Context: an optimization exercise on an open-source flow, tuned for small area. The choices shown serve that exercise and are no tape-out recipe. Function was checked by simulation only, so behaviour that the tests miss may differ from the original. Power figures rest on the tool's default switching activity, not on a simulated workload.

==> inputs of 12-01 <==
Design cpu_port_top, start of the top module:
module cpu_port_top (
    input  logic        CLK,
    input  logic        RESET_n,
    input  logic        CSR_n,
    input  logic        CSW_n,
    input  logic [3:0]  MODE,
    input  logic [7:0]  CD_IN,
    output logic [7:0]  CD_OUT,
    output logic        WAIT_n,
    output logic        INT0_n,
    output logic        INT1_n,
    output logic        vram_we_n,
    output logic        vram_oe_n,
    output logic [18:0] vram_addr,
    output logic [7:0]  vram_din,
    input  logic [7:0]  vram_dout,
    input  logic        vram_busy,
    input  logic        stat_tr,
    input  logic        stat_vr,
    input  logic        stat_hr,
    input  logic        stat_bd,
    input  logic        stat_eo,
    input  logic        stat_ce,
    input  logic        ce_event,
    input  logic        hi_event,
    input  logic        vi_event,
    output logic        srs,
    output logic        mcs,
    output logic        cmd_start,
    output logic [3:0]  cmd_op
);
Settings: LEC_CHECK=0, CAP_MARGIN=20, CORE_MARGIN=2, CORE_UTILIZATION=55, SLEW_MARGIN=20, SYNTH_HIERARCHICAL=1; clock period 10.0 ns.
standard.sh (not shown) runs the stock make flow with config.mk's settings and CLKGATE_MAP_FILE= SYNTH_SCRIPT=/design/flow/synth_recipe.tcl, a recipe that flattens the netlist after the stock synthesis.
==> flow/flow/run.sh <==
#!/bin/bash
set -euo pipefail
export BUFFER_PORTS_ARGS="-buffer_cell sky130_fd_sc_hd__buf_1"
export CTS_ARGS="-sink_clustering_enable -repair_clock_nets -buf_list sky130_fd_sc_hd__clkbuf_8 -sink_clustering_size 17 -sink_clustering_max_diameter 60 -dont_use_dummy_load"
bash standard.sh > standard.log 2>&1
==> inputs of 04-14, as changes to 12-01 <==
--- a/flow/design.v
+++ b/flow/design.v
@@ -46,12 +46,31 @@
     input  logic d,
     output logic q
 );
     always_ff @(posedge CLK)
         q <= (q & hold) | (d & ld);
 endmodule
+module vdp_dec3 (
+    input  logic [2:0] x,
+    output logic [7:0] y
+);
+    always_comb
+        for (int i = 0; i < 8; i++) y[i] = x == i;
+endmodule
+module vdp_inv (
+    input  logic a,
+    output logic y
+);
+    assign y = ~a;
+endmodule
+module vdp_nand2 (
+    input  logic a, b,
+    output logic y
+);
+    assign y = ~(a & b);
+endmodule
 module vdp_nor2 (
     input  logic a, b,
     output logic y
 );
     assign y = ~(a | b);
 endmodule
@@ -77,26 +96,28 @@
     output logic [7:0]  reg_rdata,   
     output logic [18:0] vram_waddr,
     output logic [18:0] vram_raddr,
     output logic        waddr_ih,
     output logic        raddr_ih,
     output logic [2:0]  int_enable,
-    output logic [3:0]  cmd_op
+    output logic [3:0]  cmd_op,
+    output logic        wr_cmd       
 );
     logic [7:0] regs [0:63];
     logic [7:0] a, b, a_n, bw_n;
     logic       rst;
     assign rst = ~RESET_n;
-    always_comb begin
-        for (int i = 0; i < 8; i++) begin
-            a[i]    = idx[2:0] == i;
-            a_n[i]  = ~(idx[2:0] == i);
-            b[i]    = idx[5:3] == i;
-            bw_n[i] = ~(idx[5:3] == i && reg_wr);
+    vdp_dec3 u_deca (.x(idx[2:0]), .y(a));
+    vdp_dec3 u_decb (.x(idx[5:3]), .y(b));
+    genvar i;
+    generate
+        for (i = 0; i < 8; i++) begin : g_dec
+            vdp_inv   u_an (.a(a[i]), .y(a_n[i]));
+            vdp_nand2 u_bw (.a(b[i]), .b(reg_wr), .y(bw_n[i]));
         end
-    end
+    endgenerate
     logic [18:0] adata, cd3;
     logic        wr_n;
     assign cd3  = {CD_IN[2:0], CD_IN, CD_IN};
     assign wr_n = ~reg_wr;
     genvar c;
     generate
@@ -106,18 +127,20 @@
     endgenerate
     logic ldw, holdw, ldr, holdr;
     assign ldw   = inc_w & RESET_n;
     assign holdw = ~inc_w & RESET_n;
     assign ldr   = inc_r & RESET_n;
     assign holdr = ~inc_r & RESET_n;
+    logic [63:0] row_ld;
     genvar r, k;
     generate
         for (r = 0; r < 64; r++) begin : g_row
             logic ld, hold;
             logic [7:0] ld_b, hold_b, d;
             vdp_row_en u_en (.a_n(a_n[r % 8]), .b_n(bw_n[r / 8]), .rst, .ld, .hold);
+            assign row_ld[r] = ld;
             if (r <= 5) begin : g_addr
                 localparam int NB = (r == 2 || r == 5) ? 3 : 8;
                 for (k = 0; k < 8; k++) begin : g_b
                     if (k < NB) begin : g_a
                         assign ld_b[k]   = ld | (r <= 2 ? ldw : ldr);
                         assign hold_b[k] = hold & (r <= 2 ? holdw : holdr);
@@ -151,12 +174,13 @@
     assign vram_waddr = {regs[2][2:0], regs[1], regs[0]};
     assign vram_raddr = {regs[5][2:0], regs[4], regs[3]};
     assign waddr_ih   = regs[2][7];
     assign raddr_ih   = regs[5][7];
     assign int_enable = regs[9][2:0];
     assign cmd_op     = regs[52][7:4];
+    assign wr_cmd     = row_ld[52];
 endmodule
 `timescale 1ns/1ps
 module cpu_port_top (
     input  logic        CLK,
     input  logic        RESET_n,
     input  logic        CSR_n,
@@ -258,12 +282,13 @@
     assign vram_we_n = !(strobe && !acc_rd);
     assign vram_oe_n = !(strobe && acc_rd);
     logic [18:0] waddr, raddr, addr_inc;
     logic        waddr_ih, raddr_ih, inc_w, inc_r;
     logic [2:0]  int_enable;
     logic [7:0]  reg_rdata;
+    logic        wr_cmd;
     logic acc_wr;
     assign acc_wr = ~acc_rd;
     genvar c;
     generate
         for (c = 0; c < 19; c++) begin : g_va
             vdp_ao22 u_m (.a1(raddr[c]), .b1(acc_rd), .a2(waddr[c]), .b2(acc_wr), .y(vram_addr[c]));
@@ -272,16 +297,16 @@
     assign addr_inc  = vram_addr + 19'd1;
     assign inc_w = done && !acc_rd && !waddr_ih;
     assign inc_r = done &&  acc_rd && !raddr_ih;
     vdp_register_file u_regs (
         .CLK, .RESET_n, .idx, .reg_wr, .CD_IN, .inc_w, .inc_r, .addr_inc,
         .reg_rdata, .vram_waddr(waddr), .vram_raddr(raddr), .waddr_ih, .raddr_ih,
-        .int_enable, .cmd_op
+        .int_enable, .cmd_op, .wr_cmd
     );
     always_ff @(posedge CLK)
-        cmd_start <= reg_wr && idx == 6'd52;
+        cmd_start <= wr_cmd;
     logic [2:0] flags, events;
     assign events = {ce_event, hi_event, vi_event};
     always_ff @(posedge CLK)
         flags <= (flags | events) & ~(CD_IN[2:0] & {3{int_wr}}) & {3{RESET_n}};
     assign INT0_n = !((flags[2] && int_enable[2]) || (flags[0] && int_enable[0]));
     assign INT1_n = !(flags[1] && int_enable[1]);
==> flow/config.mk (replaced) <==
export PLATFORM = sky130hd
export DESIGN_NAME = cpu_port_top
export DESIGN_NICKNAME = cpu_port_top
export VERILOG_FILES = /design/flow/design.v
export SDC_FILE = /design/flow/constraint.sdc
export NUM_CORES = 4
export LEC_CHECK = 0
export CAP_MARGIN = 5
export CORE_MARGIN = 2
export CORE_UTILIZATION = 55
export SLEW_MARGIN = 5
export SYNTH_HIERARCHICAL = 1
==> inputs of 04-20, as changes to 12-01 <==
--- a/flow/design.v
+++ b/flow/design.v
@@ -30,18 +30,12 @@
 );
     logic p0, p1;
     vdp_a222oi u_p0 (.a1(d[0]), .b1(s[0]), .a2(d[1]), .b2(s[1]), .a3(d[2]), .b3(s[2]), .y(p0));
     vdp_a222oi u_p1 (.a1(d[3]), .b1(s[3]), .a2(d[4]), .b2(s[4]), .a3(d[5]), .b3(s[5]), .y(p1));
     vdp_sel_tail u_y (.p0, .p1, .a1(d[6]), .b1(s[6]), .a2(d[7]), .b2(s[7]), .y);
 endmodule
-module vdp_ao22 (
-    input  logic a1, b1, a2, b2,
-    output logic y
-);
-    assign y = (a1 & b1) | (a2 & b2);
-endmodule
 module vdp_reg_bit (
     input  logic CLK,
     input  logic ld,
     input  logic hold,
     input  logic d,
     output logic q
@@ -91,22 +85,14 @@
             a[i]    = idx[2:0] == i;
             a_n[i]  = ~(idx[2:0] == i);
             b[i]    = idx[5:3] == i;
             bw_n[i] = ~(idx[5:3] == i && reg_wr);
         end
     end
-    logic [18:0] adata, cd3;
-    logic        wr_n;
-    assign cd3  = {CD_IN[2:0], CD_IN, CD_IN};
-    assign wr_n = ~reg_wr;
-    genvar c;
-    generate
-        for (c = 0; c < 19; c++) begin : g_ad
-            vdp_ao22 u_m (.a1(cd3[c]), .b1(reg_wr), .a2(addr_inc[c]), .b2(wr_n), .y(adata[c]));
-        end
-    endgenerate
+    logic [18:0] adata;
+    assign adata = reg_wr ? {CD_IN[2:0], CD_IN, CD_IN} : addr_inc;
     logic ldw, holdw, ldr, holdr;
     assign ldw   = inc_w & RESET_n;
     assign holdw = ~inc_w & RESET_n;
     assign ldr   = inc_r & RESET_n;
     assign holdr = ~inc_r & RESET_n;
     genvar r, k;
@@ -185,15 +171,20 @@
     output logic        srs,
     output logic        mcs,
     output logic        cmd_start,
     output logic [3:0]  cmd_op
 );
     logic prev_csr_n, prev_csw_n;
-    always_ff @(posedge CLK) begin
-        prev_csr_n <= CSR_n;
-        prev_csw_n <= CSW_n;
+    always_ff @(posedge CLK or negedge RESET_n) begin
+        if (!RESET_n) begin
+            prev_csr_n <= 1'b1;
+            prev_csw_n <= 1'b1;
+        end else begin
+            prev_csr_n <= CSR_n;
+            prev_csw_n <= CSW_n;
+        end
     end
     logic rd_edge, wr_edge;
     assign rd_edge = prev_csr_n & ~CSR_n;
     assign wr_edge = prev_csw_n & ~CSW_n;
     logic vram_wr, vram_rd, reg_wr, reg_rd, ptr_wr, int_wr, sys_wr;
     assign vram_wr = wr_edge && MODE == 4'd0 && WAIT_n;
@@ -203,31 +194,21 @@
     assign ptr_wr  = wr_edge && MODE == 4'd4;
     assign int_wr  = wr_edge && MODE == 4'd6;
     assign sys_wr  = wr_edge && MODE == 4'd7;
     logic [7:0] ptr;             
     logic [5:0] idx;
     assign idx = ptr[5:0];
-    logic       ptr_inc, ptr_ld, ptr_hold, ptr_ldi, ptr_holdi, ptr_wr_n;
-    logic [5:0] idx_inc, ptr_d;
-    assign ptr_inc   = (reg_wr && !ptr[7]) || (reg_rd && !ptr[6]);
-    assign ptr_ld    = ptr_wr & RESET_n;
-    assign ptr_hold  = ~ptr_wr & RESET_n;
-    assign ptr_ldi   = (ptr_wr | ptr_inc) & RESET_n;
-    assign ptr_holdi = ~(ptr_wr | ptr_inc) & RESET_n;
-    assign ptr_wr_n  = ~ptr_wr;
-    assign idx_inc   = idx + 6'd1;       
-    genvar k;
-    generate
-        for (k = 0; k < 6; k++) begin : g_ptr
-            vdp_ao22 u_d (.a1(CD_IN[k]), .b1(ptr_wr), .a2(idx_inc[k]), .b2(ptr_wr_n), .y(ptr_d[k]));
-            vdp_reg_bit u_bit (.CLK, .ld(ptr_ldi), .hold(ptr_holdi), .d(ptr_d[k]), .q(ptr[k]));
-        end
-        for (k = 6; k < 8; k++) begin : g_inh
-            vdp_reg_bit u_bit (.CLK, .ld(ptr_ld), .hold(ptr_hold), .d(CD_IN[k]), .q(ptr[k]));
+    always_ff @(posedge CLK or negedge RESET_n) begin
+        if (!RESET_n) begin
+            ptr <= 8'h00;
+        end else if (ptr_wr) begin
+            ptr <= CD_IN;
+        end else if ((reg_wr && !ptr[7]) || (reg_rd && !ptr[6])) begin
+            ptr[5:0] <= idx + 6'd1;
         end
-    endgenerate
+    end
     logic strobe;                
     logic acc_rd;                
     logic done;                  
     assign done = !WAIT_n && !strobe && !vram_busy;
     always_ff @(posedge CLK or negedge RESET_n) begin
         if (!RESET_n) begin
@@ -241,98 +222,66 @@
                 if (vram_busy) strobe <= 1'b0;
             end else if (done) begin
                 WAIT_n <= 1'b1;
             end
         end
     end
-    logic go, go_n;
-    assign go   = vram_wr | vram_rd;
-    assign go_n = ~go;
-    vdp_reg_bit u_acc_rd (.CLK, .ld(go), .hold(go_n), .d(vram_rd), .q(acc_rd));
-    logic vram_wr_n;
-    assign vram_wr_n = ~vram_wr;
+    always_ff @(posedge CLK) begin
+        if (vram_wr || vram_rd) acc_rd <= vram_rd;
+    end
+    genvar k;
     generate
         for (k = 0; k < 8; k++) begin : g_din
-            vdp_reg_bit u_bit (.CLK, .ld(vram_wr), .hold(vram_wr_n), .d(CD_IN[k]), .q(vram_din[k]));
+            vdp_reg_bit u_bit (.CLK, .ld(vram_wr), .hold(!vram_wr), .d(CD_IN[k]), .q(vram_din[k]));
         end
     endgenerate
     assign vram_we_n = !(strobe && !acc_rd);
     assign vram_oe_n = !(strobe && acc_rd);
     logic [18:0] waddr, raddr, addr_inc;
     logic        waddr_ih, raddr_ih, inc_w, inc_r;
     logic [2:0]  int_enable;
     logic [7:0]  reg_rdata;
-    logic acc_wr;
-    assign acc_wr = ~acc_rd;
-    genvar c;
-    generate
-        for (c = 0; c < 19; c++) begin : g_va
-            vdp_ao22 u_m (.a1(raddr[c]), .b1(acc_rd), .a2(waddr[c]), .b2(acc_wr), .y(vram_addr[c]));
-        end
-    endgenerate
+    assign vram_addr = acc_rd ? raddr : waddr;
     assign addr_inc  = vram_addr + 19'd1;
     assign inc_w = done && !acc_rd && !waddr_ih;
     assign inc_r = done &&  acc_rd && !raddr_ih;
     vdp_register_file u_regs (
         .CLK, .RESET_n, .idx, .reg_wr, .CD_IN, .inc_w, .inc_r, .addr_inc,
         .reg_rdata, .vram_waddr(waddr), .vram_raddr(raddr), .waddr_ih, .raddr_ih,
         .int_enable, .cmd_op
     );
-    always_ff @(posedge CLK)
-        cmd_start <= reg_wr && idx == 6'd52;
+    always_ff @(posedge CLK or negedge RESET_n) begin
+        if (!RESET_n) cmd_start <= 1'b0;
+        else          cmd_start <= reg_wr && idx == 6'd52;
+    end
     logic [2:0] flags, events;
     assign events = {ce_event, hi_event, vi_event};
-    always_ff @(posedge CLK)
-        flags <= (flags | events) & ~(CD_IN[2:0] & {3{int_wr}}) & {3{RESET_n}};
+    always_ff @(posedge CLK or negedge RESET_n) begin
+        if (!RESET_n) flags <= 3'b000;
+        else          flags <= (flags | events) & ~(CD_IN[2:0] & {3{int_wr}});
+    end
     assign INT0_n = !((flags[2] && int_enable[2]) || (flags[0] && int_enable[0]));
     assign INT1_n = !(flags[1] && int_enable[1]);
-    logic sys_ld, sys_hold;
-    assign sys_ld   = sys_wr & RESET_n;
-    assign sys_hold = ~sys_wr & RESET_n;
-    vdp_reg_bit u_srs (.CLK, .ld(sys_ld), .hold(sys_hold), .d(CD_IN[1]), .q(srs));
-    vdp_reg_bit u_mcs (.CLK, .ld(sys_ld), .hold(sys_hold), .d(CD_IN[0]), .q(mcs));
-    logic       ld_v, ld_3, ld_5, ld_6, ld_ff, cd_hold;
-    logic [7:0] status_byte, int_byte, cd_next;
-    assign ld_v    = done & acc_rd;
-    assign ld_3    = rd_edge && MODE == 4'd3;
-    assign ld_5    = rd_edge && MODE == 4'd5;
-    assign ld_6    = rd_edge && MODE == 4'd6;
-    assign ld_ff   = (rd_edge && MODE != 4'd0 && MODE != 4'd3 && MODE != 4'd5 && MODE != 4'd6) || !RESET_n;
-    assign cd_hold = ~(ld_v | ld_3 | ld_5 | ld_6 | ld_ff);
-    assign status_byte = {stat_tr, stat_vr, stat_hr, stat_bd, 1'b0, mcs, stat_eo, stat_ce};
-    assign int_byte    = {5'b00000, flags | events};
-    generate
-        for (k = 0; k < 8; k++) begin : g_cd
-            logic p;
-            vdp_a222oi u_p (.a1(CD_OUT[k]), .b1(cd_hold), .a2(vram_dout[k]), .b2(ld_v),
-                            .a3(reg_rdata[k]), .b3(ld_3), .y(p));
-            if (k < 3) begin : g_i
-                vdp_cd_tail u_t (.p, .st(status_byte[k]), .l5(ld_5), .iv(int_byte[k]), .l6(ld_6),
-                                 .lff(ld_ff), .y(cd_next[k]));
-            end else if (k != 3) begin : g_s
-                vdp_cd_tail_s u_t (.p, .st(status_byte[k]), .l5(ld_5), .lff(ld_ff), .y(cd_next[k]));
-            end else begin : g_z
-                vdp_nand2b u_t (.p, .lff(ld_ff), .y(cd_next[k]));
-            end
+    always_ff @(posedge CLK or negedge RESET_n) begin
+        if (!RESET_n) begin
+            srs <= 1'b0;
+            mcs <= 1'b0;
+        end else if (sys_wr) begin
+            srs <= CD_IN[1];
+            mcs <= CD_IN[0];
         end
-    endgenerate
-    always_ff @(posedge CLK)
-        CD_OUT <= cd_next;
-endmodule
-module vdp_cd_tail (
-    input  logic p, st, l5, iv, l6, lff,
-    output logic y
-);
-    assign y = ~(p & ~((st & l5) | (iv & l6) | lff));
-endmodule
-module vdp_cd_tail_s (
-    input  logic p, st, l5, lff,
-    output logic y
-);
-    assign y = ~(p & ~((st & l5) | lff));
-endmodule
-module vdp_nand2b (
-    input  logic p, lff,
-    output logic y
-);
-    assign y = ~(p & ~lff);
+    end
+    always_ff @(posedge CLK or negedge RESET_n) begin
+        if (!RESET_n) begin
+            CD_OUT <= 8'hFF;
+        end else if (done && acc_rd) begin
+            CD_OUT <= vram_dout;
+        end else if (rd_edge && MODE != 4'd0) begin
+            case (MODE)
+                4'd3:    CD_OUT <= reg_rdata;
+                4'd5:    CD_OUT <= {stat_tr, stat_vr, stat_hr, stat_bd, 1'b0, mcs, stat_eo, stat_ce};
+                4'd6:    CD_OUT <= {5'b00000, flags | events};
+                default: CD_OUT <= 8'hFF;
+            endcase
+        end
+    end
 endmodule
==> flow/run.sh (new file) <==
#!/bin/bash
# synth_recipe.tcl (not shown) runs the flow's synth.tcl, then flattens the netlist and writes it again
# the make line also repeats each setting of config.mk as NAME=value (left out here)
make -C /OpenROAD-flow-scripts/flow DESIGN_CONFIG=/design/flow/config.mk WORK_HOME=/design/flow/orfs CLKGATE_MAP_FILE= SYNTH_SCRIPT=/design/flow/synth_recipe.tcl finish
--- a/flow/config.mk
+++ b/flow/config.mk
@@ -5,8 +5,9 @@
 export SDC_FILE = /design/flow/constraint.sdc
 export NUM_CORES = 4
 export LEC_CHECK = 0
 export CAP_MARGIN = 20
 export CORE_MARGIN = 2
 export CORE_UTILIZATION = 55
+export CTS_BUF_LIST = sky130_fd_sc_hd__clkbuf_4
 export SLEW_MARGIN = 20
 export SYNTH_HIERARCHICAL = 1
removed: flow/flow/run.sh
removed: flow/standard.sh
==> comparison <==
- In sequential power, 04-14 and 12-01 hardly differ.
- Core utilization: 04-20 is higher than 04-14 (3.6 points).
- Between 04-14 and 04-20, the lower die area is in 04-14 (gap 2.5%, measured against 04-20).
- Clock skew, lowest first: 04-14, 04-20, 12-01.
- Between 04-14 and 12-01, the lower global-route usage is in 04-14 (gap 0.17 points).
==> figures <==
	04-20	12-01	04-14
# rows	71	70	70
Met1 Resource Use GR	48.1%	49.1%	48.4%
Area fraction of the dominant cell type after synthesis	50.3%	53.9%	54.2%
Comb power	0.000688 W	0.000156 W	0.000156 W
All-layer global routing usage	34.1%	33.6%	33.5%
Result of the run	complete, no violations	complete, no violations	complete, no violations
Mean routed wirelength per cell	26.3 um	28.2 um	28.0 um
Measured slew at the worst slew-check pin	1.00 ns	1.03 ns	1.23 ns
Wire length on met3	6.28 mm	6.41 mm	5.81 mm
Worst Reg2Reg Path Length in Cells	9	8	7
Final clock skew	0.0435 ns	0.0746 ns	0.0396 ns
Effective utilization at floorplan	55.4%	55.6%	55.4%

## re-timing with driven ports
In the flow no input, the clock included, has a driving cell. The finished layouts below were timed again as built, in two steps.
Step 1: set_driving_cell puts a clkbuf_16 on CLK and a buf_2 on each other input, an assumption about the parent block.
Step 2 also shifts input and output timing later by t, the mid clock arrival at the registers, as if the neighbouring blocks saw the same clock.
Slacks: no drivers / after step 1 / after step 2; pairs: no drivers / after step 1.
| run | t, ns | setup slack, ns | hold slack, ns | latest minus earliest clock arrival (ns) | slew at the worst register clock pin (ns) |
|---|---|---|---|---|---|
| 12-01 | 0.688 | 5.355 / 5.387 / 4.699 | 0.479 / 0.479 / 0.479 | 0.075 / 0.075 | 0.11 / 0.11 |
| 04-14 | 0.641 | 5.646 / 5.676 / 5.035 | 0.492 / 0.492 / 0.492 | 0.048 / 0.049 | 0.11 / 0.11 |
| 04-20 | 0.859 | 5.273 / 5.260 / 4.445 | 0.484 / 0.484 / 0.484 | 0.043 / 0.044 | 0.07 / 0.07 |
After both steps every run listed still meets setup and hold. For 04-20, which loses most, drivers alone change the setup slack by -0.013 ns; drivers and shift together by -0.828 ns.
